This design comes from an exercise in tuning for small area, a short achievable clock period and few clock cycles per item on the open sky130 flow, not from production work.
No run shown here included a check of the RTL's function; only the layout flow was run.

## flow/design.v (module list and top-level ports; edited modules follow where they fit)
// module barometer_pressure_compensation_unit: 1273 lines
module barometer_pressure_compensation_unit (
    input  wire logic        clk,
    input  wire logic        rst_n,
    input  wire logic        s_tvalid,
    output logic             s_tready,
    input  wire logic [23:0] s_tdata,
    output logic             m_tvalid,
    input  wire logic        m_tready,
    output logic [23:0]      m_tdata,
    output logic [0:0]       m_tuser,
    input  wire logic        cfg_we,
    input  wire logic [bpc_pkg::CFG_ADDR_BITS-1:0] cfg_addr,
    input  wire logic [bpc_pkg::COEF_BITS-1:0]     cfg_wdata
);
  // ...
==> flow/flow/run.sh <==
#!/bin/bash
# The standard layout, with one step added between synthesis and floorplan:
# polarity.py removes inverters around the full-adder cells of the synthesized
# netlist (a full adder complements both outputs when its three inputs are
# complemented, so each fa cell can take its inputs in whichever polarity needs
# fewer inverters), and gives each fa cell's latest-arriving input its carry
# input pin, the fastest of the three (the cell is symmetric in them). Registers, cells other than inverters and every other step
# are the standard flow's, except that the ports are buffered with buf_2 cells
# (BUFFER_PORTS_ARGS) rather than the slow delay-buffer cell the resizer picks,
# and that after global routing the resizer downsizes gates off the critical
# paths (RECOVER_POWER).
set -euo pipefail
res=orfs/results/${FLOW_PLATFORM}/barometer_pressure_compensation_unit/base
bash standard.sh synth > standard_synth.log 2>&1
cp "$res/1_2_yosys.v" synth_netlist.v
python3 flow/polarity.py synth_netlist.v "$res/1_2_yosys.v" > polarity.log 2>&1
touch "$res/1_2_yosys.v"
bash standard.sh "BUFFER_PORTS_ARGS=-buffer_cell sky130_fd_sc_hd__buf_2" RECOVER_POWER=100 finish > standard_finish.log 2>&1
==> flow/flow/polarity.py <==
#!/usr/bin/env python3
"""Removes inverters around full-adder cells of a flat sky130 gate netlist.

A full adder is self-dual: complementing its three inputs complements both
outputs.  Each fa cell may therefore be "flipped" (inputs and outputs taken
in complemented form) without changing what the netlist computes.  The script
collapses the netlist's inverters, picks a flip for every fa cell by local
search so that as few signals as possible are needed in both polarities, and
writes the netlist back with one inverter per signal that still needs its
complement.  Flip-flops, ports and every other cell are left as they are.

usage: polarity.py IN.v OUT.v
"""
import re
import sys
import random

OUT_PINS = {"X", "Y", "Q", "Q_N", "SUM", "COUT", "HI", "LO", "GCLK"}
INV_RE = re.compile(r"^sky130_fd_sc_hd__(inv|clkinv)_\d+$")
FA_RE = re.compile(r"^sky130_fd_sc_hd__fa_\d+$")


def esc(net):
    """an escaped identifier ends at white space"""
    return net + " " if net.startswith("\\") else net


def parse(text):
    m = re.search(r"^\s*module\s+(\w+)\s*\((.*?)\);", text, re.S | re.M)
    ports = [p.strip() for p in m.group(2).split(",")]
    cell_re = re.compile(r"^  (sky130_fd_sc_hd__\w+)\s+(\S+)\s*\((.*?)\n  \);\n", re.S | re.M)
    cells = []
    spans = []
    for cm in cell_re.finditer(text):
        pins = {}
        for pm in re.finditer(r"\.(\w+)\(([^()]*)\)", cm.group(3)):
            pins[pm.group(1)] = pm.group(2).strip()
        cells.append([cm.group(1), cm.group(2), pins])
        spans.append((cm.start(), cm.end()))
    return ports, cells, spans


# rough delays (ns) for ordering the inputs of each full adder: its carry input
# is its fastest, so the latest-arriving signal goes there
FA_SUM = {"A": 0.53, "B": 0.50, "CIN": 0.48}
FA_COUT = {"A": 0.42, "B": 0.39, "CIN": 0.36}


def permute_fa_inputs(final, is_port):
    drv = {}
    for key, (typ, name, pins) in final.items():
        for p, n in pins.items():
            if p in OUT_PINS:
                drv[n] = key
    seq = lambda t: ("dfrtp" in t or "dfxtp" in t or "edfxtp" in t or "dfstp" in t
                     or "conb" in t or "dlx" in t)
    arr = {}
    state = {}

    def arrival(net):
        if net in arr:
            return arr[net]
        stack = [net]
        while stack:
            n = stack[-1]
            if n in arr:
                stack.pop()
                continue
            key = drv.get(n)
            if key is None:
                arr[n] = 1.7 if is_port(n) else 0.0
                stack.pop()
                continue
            typ, name, pins = final[key]
            if seq(typ):
                arr[n] = 0.45
                stack.pop()
                continue
            ins = [m for p, m in pins.items() if p not in OUT_PINS]
            todo = [m for m in ins if m not in arr]
            if todo:
                if state.get(n) == "visiting":
                    raise RuntimeError("combinational loop at " + n)
                state[n] = "visiting"
                stack.extend(todo)
                continue
            if FA_RE.match(typ):
                order = sorted((pins["A"], pins["B"], pins["CIN"]), key=lambda m: arr[m])
                a = dict(zip(("A", "B", "CIN"), order))
                pins.update(a)
                tsum = max(arr[a[p]] + FA_SUM[p] for p in a)
                tco = max(arr[a[p]] + FA_COUT[p] for p in a)
                arr[pins["SUM"]] = tsum
                arr[pins["COUT"]] = tco
            else:
                d = 0.06 if INV_RE.match(typ) else (0.3 if "__ha_" in typ else 0.2)
                t = max(arr[m] for m in ins) + d if ins else 0.0
                for p, m in pins.items():
                    if p in OUT_PINS:
                        arr[m] = t
            stack.pop()
        return arr[net]

    before = {k: (v[2]["A"], v[2]["B"], v[2]["CIN"]) for k, v in final.items() if FA_RE.match(v[0])}
    for key, (typ, name, pins) in final.items():
        for p, n in pins.items():
            if p in OUT_PINS:
                arrival(n)
    return sum(1 for k, v in before.items()
               if (final[k][2]["A"], final[k][2]["B"], final[k][2]["CIN"]) != v)


def main():
    src, dst = sys.argv[1], sys.argv[2]
    text = open(src).read()
    ports, cells, spans = parse(text)
    assert "assign" not in text, "netlist has assign statements"

    def is_port(net):
        base = net.lstrip("\\").split("[")[0].strip()
        return base in ports

    driver = {}            # net -> (cell index, pin)
    loads = {}             # net -> list of (cell index, pin)
    for i, (typ, name, pins) in enumerate(cells):
        for p, n in pins.items():
            if p in OUT_PINS:
                assert n not in driver, f"two drivers on {n}"
                driver[n] = (i, p)
            else:
                loads.setdefault(n, []).append((i, p))

    # inverters that may be collapsed: input driven by a cell, output feeding only cells
    inv = set()
    for i, (typ, name, pins) in enumerate(cells):
        if INV_RE.match(typ):
            a, y = pins["A"], pins["Y"]
            if a in driver and not is_port(a) and not is_port(y) and y in loads:
                inv.add(i)

    def root(net):
        pol = 0
        while net in driver and driver[net][0] in inv:
            net = cells[driver[net][0]][2]["A"]
            pol ^= 1
        return net, pol

    fa = [i for i, c in enumerate(cells) if FA_RE.match(c[0])]
    faidx = {i: k for k, i in enumerate(fa)}
    # requirements: for each root net, list of (fa index or -1, polarity)
    req = {}
    for i, (typ, name, pins) in enumerate(cells):
        if i in inv:
            continue
        for p, n in pins.items():
            if p in OUT_PINS:
                continue
            r, pol = root(n)
            req.setdefault(r, []).append((faidx.get(i, -1), pol, i, p))
    src_fa = {}
    for r in req:
        if r in driver and driver[r][0] in faidx:
            src_fa[r] = faidx[driver[r][0]]
    touch = [[] for _ in fa]
    for r, lst in req.items():
        ks = {k for k, _, _, _ in lst if k >= 0}
        if r in src_fa:
            ks.add(src_fa[r])
        for k in ks:
            touch[k].append(r)

    x = [0] * len(fa)

    def cost(r):
        sp = x[src_fa[r]] if r in src_fa else 0
        for k, pol, _, _ in req[r]:
            if (pol ^ (x[k] if k >= 0 else 0)) != sp:
                return 1
        return 0

    def total():
        return sum(cost(r) for r in req)

    start = total()
    best = list(x)
    best_cost = start
    rng = random.Random(1)
    for trial in range(8):
        if trial:
            x = [v if rng.random() < 0.8 else 1 - v for v in best]
        improved = True
        while improved:
            improved = False
            for k in range(len(fa)):
                rs = set(touch[k])
                before = sum(cost(r) for r in rs)
                x[k] ^= 1
                after = sum(cost(r) for r in rs)
                if after < before:
                    improved = True
                else:
                    x[k] ^= 1
        c = total()
        if c < best_cost:
            best, best_cost = list(x), c
    x = best

    # rewrite: drop collapsed inverters, add one inverter per root that needs it
    newpins = {}
    added = []
    decl = []
    for r, lst in req.items():
        sp = x[src_fa[r]] if r in src_fa else 0
        comp = None
        for k, pol, i, p in lst:
            need = pol ^ (x[k] if k >= 0 else 0)
            if need == sp:
                net = r
            else:
                if comp is None:
                    comp = f"polnet_{len(added)}"
                    added.append((r, comp))
                    decl.append(f"  wire {comp};\n")
                net = comp
            newpins.setdefault(i, {})[p] = net
    # final connections of every kept cell, and the added inverters
    final = {}
    for i, (typ, name, pins) in enumerate(cells):
        if i in inv:
            continue
        p2 = dict(pins)
        p2.update(newpins.get(i, {}))
        final[i] = [typ, name, p2]
    for j, (r, c) in enumerate(added):
        final[("pol", j)] = ["sky130_fd_sc_hd__inv_1", f"polinv_{j}", {"A": r, "Y": c}]
    permuted = permute_fa_inputs(final, is_port)
    out = []
    last = 0
    for i, (s, e) in enumerate(spans):
        out.append(text[last:s])
        last = e
        if i in inv:
            continue
        typ, name, pins = final[i]
        body = ",\n".join(f"    .{p}({esc(n)})" for p, n in pins.items())
        out.append(f"  {typ} {name} (\n{body}\n  );\n")
    tail = text[last:]
    body = "".join(out)
    ins = "".join(f"  sky130_fd_sc_hd__inv_1 polinv_{j} (\n    .A({esc(r)}),\n    .Y({c})\n  );\n"
                  for j, (r, c) in enumerate(added))
    tail = tail.replace("endmodule", ins + "endmodule", 1)
    # declare the new nets after the module's port list declarations
    k = body.find("  wire ")
    body = body[:k] + "".join(decl) + body[k:]
    open(dst, "w").write(body + tail)
    print(f"fa cells {len(fa)}, flipped {sum(x)}; inverters collapsed {len(inv)}, "
          f"signals needing a complement {start} -> {best_cost}, inverters written {len(added)}; "
          f"fa cells with inputs reordered {permuted}")


main()
==> flow/standard.sh <==
#!/bin/bash
# synth_recipe.tcl (not shown) runs the flow's synth.tcl, then flattens the netlist and writes it again
# the make line also repeats each setting of config.mk as NAME=value (left out here)
make -C /OpenROAD-flow-scripts/flow DESIGN_CONFIG=/design/flow/config.mk WORK_HOME=/design/flow/orfs CLKGATE_MAP_FILE= SYNTH_SCRIPT=/design/flow/synth_recipe.tcl "${@:-finish}"
==> flow/config.mk <==
export PLATFORM = sky130hd
export DESIGN_NAME = barometer_pressure_compensation_unit
export DESIGN_NICKNAME = barometer_pressure_compensation_unit
export VERILOG_FILES = /design/flow/design.v
export SDC_FILE = /design/flow/constraint.sdc
export NUM_CORES = 4
export LEC_CHECK = 0
export ABC_AREA = 1
export CAP_MARGIN = 20
export CORE_MARGIN = 2
export CORE_UTILIZATION = 40
export SETUP_SLACK_MARGIN = 2.5
export SLEW_MARGIN = 20
==> flow/constraint.sdc <==
create_clock -name core_clock -period 7.5 [get_ports {clk}]
set_input_delay 1.5000 -clock core_clock [delete_from_list [all_inputs] [get_ports {clk}]]
set_output_delay 1.5000 -clock core_clock [all_outputs]
set_load 0.01 [all_outputs]
==> results.sh, run 1 <==
export IMPL_crit_family="adder cells"
export IMPL_path_buf_inv=3
export IMPL_drt_total_wl_um=79200
export IMPL_crit_path_frequent_cell="fa_1"
export IMPL_slew_headroom=-0.957
export IMPL_largest_register_ffs=28
export IMPL_required_ns=7.78
export IMPL_die_area_sq_um=75100
export IMPL_grt_first_pass_wirelength_um=124000
export IMPL_cp_depth=14
export IMPL_cap_violations=2
export IMPL_report_final_slew_viol_count=111
export IMPL_min_period_ns=5.95
export IMPL_overflow=0
export IMPL_met2_wirelength_um=38800
export IMPL_design_area_sq_um=33100
export IMPL_rr_endpoint="c3_reg"
export IMPL_grt_pass1_vias=22339
export IMPL_dp_hpwl_um=61400
export IMPL_seq_share=0.269
export IMPL_place_congestion=0.934
export IMPL_tightest_slew_ns=2.93
export IMPL_crit_path_end="c3_reg"
export IMPL_inv_count=504
export IMPL_busiest_layer="met2"
export IMPL_root_buffer="clkbuf_16"
export IMPL_violations="capacitance limit, slew limit"
export IMPL_slowest_stage="clkbuf_1"
export IMPL_outcome="failed layout checks"
export IMPL_seq_cell_count=298
export IMPL_grt_use_met1=0.272
export IMPL_setup_viol=0
export IMPL_whs_path_depth=0
==> inputs of run 2 (changes only) <==
--- a/flow/design.v
+++ b/flow/design.v
@@ -43,30 +43,28 @@
     logic [3:0]  vld;
     logic        en;
     logic [9:0]  p1_reg, t1_reg;
     logic [3:0]  tk_next, tk2_reg;
     logic [11:0] temp_next;
     logic [25:0] x_next, x2_reg;
     logic [27:0] y_next, y2_reg;
     logic [9:0]  p2_reg, t2_reg;
-    logic [16:0]  lo_sum;
+    logic [18:0]  lo_sum;
     logic        c3_reg;
-    logic [28-1:0] ra3_reg, rb3_reg;
+    logic [26-1:0] ra3_reg, rb3_reg;
     logic [11:0] temp3_reg;
-    logic [28-1:0] s_full;
+    logic [26-1:0] s_full;
     logic [25:0] v;
     logic        clip_lo4_reg, clip_hi4_reg;
     logic [12:0] hl;
     logic [11:0] h4_reg;
     logic [2:0]  g4_reg;
-    logic        r4_ones_reg;
-    logic [2:0]  r4_low_reg;
+    logic        c4_reg;
     logic [11:0] temp4_reg;
-    logic        c;
     logic [12:0] q2;
     logic [11:0] pres;
     assign en       = !vld[3] || m_tready;
     assign s_tready = en;
     assign m_tvalid = vld[3];
     assign m_tdata  = {temp4_reg, pres};
     assign m_tuser  = clip_lo4_reg || clip_hi4_reg;
     always_ff @(posedge clk or negedge rst_n)
@@ -1245,24 +1243,23 @@
     wire [43:0] tc_rb = {tc_s78, tc_s76, tc_s74, tc_s72, tc_s70, tc_s68, tc_s66, tc_s64, tc_s62, tc_s60, tc_s58, tc_s56, tc_s54, tc_s52, tc_s50, tc_s48, tc_s46, tc_s44, tc_s42, tc_s40, tc_s38, tc_s36, tc_s34, tc_s32, tc_s30, tc_s28, tc_s26, tc_s24, tc_s22, tc_s20, tc_s18, tc_s16, tc_s14, tc_s12, tc_s10, tc_s8, tc_s6, 1'b0, tc_s2, tc_s1, tc_s0, tb_rb[2], tb_rb[1], tb_rb[0]};
     assign x_next = ta_ra + ta_rb;
     assign y_next = ty_ra + ty_rb;
     assign tk_next = 4'(t1_reg >= 10'd17)  + 4'(t1_reg >= 10'd124) + 4'(t1_reg >= 10'd231)
                    + 4'(t1_reg >= 10'd338) + 4'(t1_reg >= 10'd445) + 4'(t1_reg >= 10'd552)
                    + 4'(t1_reg >= 10'd659) + 4'(t1_reg >= 10'd766) + 4'(t1_reg >= 10'd873)
                    + 4'(t1_reg >= 10'd980);
     assign temp_next = bpc_pkg::T_BASE + 12'(tk2_reg) - 12'(t2_reg) - 12'({t2_reg, 1'b0});
-    assign lo_sum = {1'b0, tc_ra[16-1:0]} + {1'b0, tc_rb[16-1:0]};
-    assign s_full = ra3_reg + rb3_reg + 28'(c3_reg);
-    assign v      = s_full[28-1:2];
+    assign lo_sum = {1'b0, tc_ra[18-1:0]} + {1'b0, tc_rb[18-1:0]};
+    assign s_full = ra3_reg + rb3_reg + 26'(c3_reg);
+    assign v      = s_full[26-1:0];
     assign hl     = 13'(v[21:10]) + 13'(v[9:0]);
     always_comb
     begin
-        c  = r4_ones_reg && (4'(r4_low_reg) + 4'(g4_reg) >= 4'd7);
-        q2 = {h4_reg, 1'b1} + {9'd0, g4_reg, c};
+        q2 = {h4_reg, 1'b1} + {9'd0, g4_reg, c4_reg};
         if (clip_lo4_reg)
             pres = 12'd0;
         else if (clip_hi4_reg)
             pres = 12'd4095;
         else
             pres = q2[12:1];
     end
     always_ff @(posedge clk)
@@ -1271,23 +1268,22 @@
         begin
             p1_reg       <= s_tdata[9:0];
             t1_reg       <= s_tdata[19:10];
             x2_reg       <= x_next;
             y2_reg       <= y_next;
             p2_reg       <= p1_reg;
             t2_reg       <= t1_reg;
             tk2_reg      <= tk_next;
-            c3_reg       <= lo_sum[16];
-            ra3_reg      <= tc_ra[43:16];
-            rb3_reg      <= tc_rb[43:16];
+            c3_reg       <= lo_sum[18];
+            ra3_reg      <= tc_ra[43:18];
+            rb3_reg      <= tc_rb[43:18];
             temp3_reg    <= temp_next;
             clip_lo4_reg <= v[25];
             clip_hi4_reg <= !v[25] && ((|v[24:22]) || (&v[21:12]));
             h4_reg       <= v[21:10];
             g4_reg       <= hl[12:10];
-            r4_ones_reg  <= &hl[9:3];
-            r4_low_reg   <= hl[2:0];
+            c4_reg       <= (&hl[9:3]) && (4'(hl[2:0]) + 4'(hl[12:10]) >= 4'd7);
             temp4_reg    <= temp3_reg;
         end
     end
 endmodule
 `default_nettype wire
==> flow/flow/run.sh (replaced) <==
#!/bin/bash
# The standard layout, with one step added between synthesis and floorplan:
# polarity.py removes inverters around the full-adder cells of the synthesized
# netlist (a full adder complements both outputs when its three inputs are
# complemented, so each fa cell can take its inputs in whichever polarity needs
# fewer inverters), and gives each fa cell's latest-arriving input its carry
# input pin, the fastest of the three (the cell is symmetric in them). Registers, cells other than inverters and every other step
# are the standard flow's, except that the ports are buffered with buf_2 cells
# (BUFFER_PORTS_ARGS) rather than the slow delay-buffer cell the resizer picks.
set -euo pipefail
res=orfs/results/${FLOW_PLATFORM}/barometer_pressure_compensation_unit/base
bash standard.sh synth > standard_synth.log 2>&1
cp "$res/1_2_yosys.v" synth_netlist.v
python3 flow/polarity.py synth_netlist.v "$res/1_2_yosys.v" > polarity.log 2>&1
touch "$res/1_2_yosys.v"
bash standard.sh "BUFFER_PORTS_ARGS=-buffer_cell sky130_fd_sc_hd__buf_2" finish > standard_finish.log 2>&1
--- a/flow/config.mk
+++ b/flow/config.mk
@@ -4,10 +4,11 @@
 export VERILOG_FILES = /design/flow/design.v
 export SDC_FILE = /design/flow/constraint.sdc
 export NUM_CORES = 4
 export LEC_CHECK = 0
 export ABC_AREA = 1
 export CAP_MARGIN = 20
 export CORE_MARGIN = 2
 export CORE_UTILIZATION = 40
+export CTS_BUF_LIST = sky130_fd_sc_hd__clkbuf_4
 export SETUP_SLACK_MARGIN = 2.5
 export SLEW_MARGIN = 20
==> results.sh, run 2 <==
export IMPL_ios=74
export IMPL_core_area_sq_um=71500
export IMPL_grt_pass1_vias=22713
export IMPL_grt_util_all_layers=0.216
export IMPL_cpPeakStageDelay_ns=0.55
export IMPL_drt_iter0_markers=1702
export IMPL_synth_area_sq_um=28800
export IMPL_required_ns=8.04
export IMPL_place_congestion=0.966
export IMPL_layout_commonest_cell="nand2_1"
export IMPL_area_delta_synth_final_pct=14.7
export IMPL_crit_path_frequent_cell="fa_1"
export IMPL_path_clk_slew_ns=0.07
export IMPL_grt_first_pass_wirelength_um=124000
export IMPL_setup_tns_ns=0
export IMPL_avgSynthCellArea_sq_um=9.71
export IMPL_post_place_cells=3922
export IMPL_postCtsHoldBufs=0
export IMPL_outcome="finished clean"
export IMPL_synth_cells=2971
export IMPL_crit_path_end_kind="flip-flop"
export IMPL_die_area_sq_um=74300
export IMPL_drt_total_wl_um=79200
export IMPL_slowest_stage="fa_1"
export IMPL_cap_violations=0
export IMPL_htreeDepth=3
export IMPL_avgViaCountPerCell=5.19
export IMPL_setup_viol=0
export IMPL_min_period_ns=5.09
export IMPL_min_path_type="reg -> reg"
export IMPL_fin_worst_skew_ns=0.0665
export IMPL_synth_nets=3622
export IMPL_first_pass_iters=5
export IMPL_drive_gt1_frac=0.162
export IMPL_slew_headroom=0.410
export IMPL_drtAntennaViolNets=0
export IMPL_yosysWarnings=1
export IMPL_path_buf_inv=4
export IMPL_grt_max_degree=72
export IMPL_finalHoldViolCount=0
export IMPL_routedWlPerCell_um=18.9
export IMPL_antenna_found_initial=1
export IMPL_dp_hpwl_um=60000
export IMPL_cp_start_kind="flip-flop"
export IMPL_fillerInstances=6760
export IMPL_io_buffers=69
export IMPL_crit_type="reg -> reg"
export IMPL_design_area_sq_um=33100
export IMPL_worstSkewPairLatency_ns=0.82
export IMPL_mostFrequentLayoutCells="570 x nand2_1, 459 x inv_1, 380 x fa_1"
export IMPL_max_freq_mhz=196
export IMPL_cp_max_fo=5
export IMPL_cts_buffers=77
export IMPL_tightest_slew_ns=0.886
export IMPL_postPlaceCellArea_sq_um=30200
export IMPL_clockBufferDepth=3
export IMPL_nets=3846
export IMPL_dp_slack_ns=1.88
export IMPL_seq_area_sq_um=8700
export IMPL_final_cells=4201
export IMPL_start_util=0.403
export IMPL_fin_ws_ns=2.41
export IMPL_cp_arrival_ns=5.64
export IMPL_crit_family="adder cells"
export IMPL_placementRows=98
export IMPL_cts_tree="yes"
export IMPL_path_cells="buf_6 > buf_12 > nand2_4 > fa_1 > fa_1 > fa_1 > fa_1 > fa_1 > inv_2 > fa_1 > fa_1 > ha_1 > nand2_1 > inv_2 > nand3_2 > o21bai_1 > nand3_1"
export IMPL_num_vias=21820
export IMPL_overflow=0
export IMPL_report_final_slew_viol_count=0
export IMPL_post_route_period_util=0.679
export IMPL_dieHeight_um=273
export IMPL_fp_dieW_um=273
export IMPL_rsz0062_at_grt="yes"
export IMPL_largest_register_ffs=28
export IMPL_post_route_drc_count=0
export IMPL_multi_input_area_sq_um=18400
export IMPL_cts_sinks=291
export IMPL_root_buffer="clkbuf_4"
run 2: final cells by class:
cell class                      count  share of cell area
Timing Repair Buffer              233              0.0584
Timing Repair inverter              1            0.000227
Clock buffer                      106              0.0241
Sequential cell                   291               0.263
Clock inverter                     28             0.00556
Antenna cell                        1           0.0000757
Tap cell                          950              0.0359
Multi-Input combinational cell   2099               0.556
Inverter                          492              0.0571
run 2: repair_timing:
item | 4_1_cts | 5_1_grt
setup buffers | 85 | 52
pin swaps | 8 | 14
hold endpoints to repair | 0 | 0
resized for setup | 89 | 91
gates cloned | 4 | 3
setup endpoints to repair | 52 | 30
run 2: per-stage QoR:
stage / hold slack [ns] / util
2_1_floorplan: 0.400 / -
3_3_place_gp: 0.400 / 0.423
3_5_place_dp: 0.407 / 0.423
4_1_cts: 0.397 / 0.452
5_1_grt: 0.419 / 0.463
6_report: 0.403 / 0.463
run 2: per-layer routing:
metal | global-route usage | vias to the layer above | wire, um
met2 | 0.368 | 883 | 38200
met3 | 0.0407 | 200 | 5420
met1 | 0.270 | 10487 | 32200
met5 | 0 | - | 0
met4 | 0.0868 | 0 | 3390
li1 | - | 10250 | -
run 2: worst register-to-register path: stages (launching register included):
cell	delay, ns
edfxtp_1	0.37
buf_6	0.12
buf_12	0.12
nand2_4	0.06
fa_1	0.55
fa_1	0.45
fa_1	0.54
fa_1	0.44
fa_1	0.53
inv_2	0.06
fa_1	0.55
fa_1	0.41
ha_1	0.32
nand2_1	0.09
inv_2	0.04
nand3_2	0.04
o21bai_1	0.10
nand3_1	0.08
run 2: worst paths after layout:
check | slack, ns | cells after the start | from | to
min in group asynchronous | 0.58 | 1 | rst_n | ok_reg[2]
min reg2reg | 0.40 | 0 | temp3_reg[6] | temp4_reg[6]
max reg2reg | 2.41 | 17 | p2_reg[1] | c3_reg
max | 2.41 | 17 | p2_reg[1] | c3_reg
min | 0.40 | 0 | temp3_reg[6] | temp4_reg[6]
max in group asynchronous | 6.66 | 1 | rst_n | ok_reg[3]

port drivers added, routing unchanged:
The flow's constraints put no driver on any port. The routed layouts listed below were extracted and timed again, unchanged, in two steps.
Step 1 assumes that a clkbuf_16 drives the clock port and a buf_2 every other input.
Step 2 times the ports against the registers' clock, not the clock port: input delays grow and output delays shrink by t, the midpoint of the rising clock arrivals with the driver on.
Three values: ideal ports, drivers, drivers and shift; two values: the first two.
| run | t (ns) | setup WS [ns] | worst register clock-pin slew, ns |
|---|---|---|---|
| run 1 | 0.614 | 1.547 / 1.547 / 1.547 | 0.07 / 0.07 |
| run 2 | 0.849 | 2.406 / 2.406 / 2.406 | 0.07 / 0.07 |
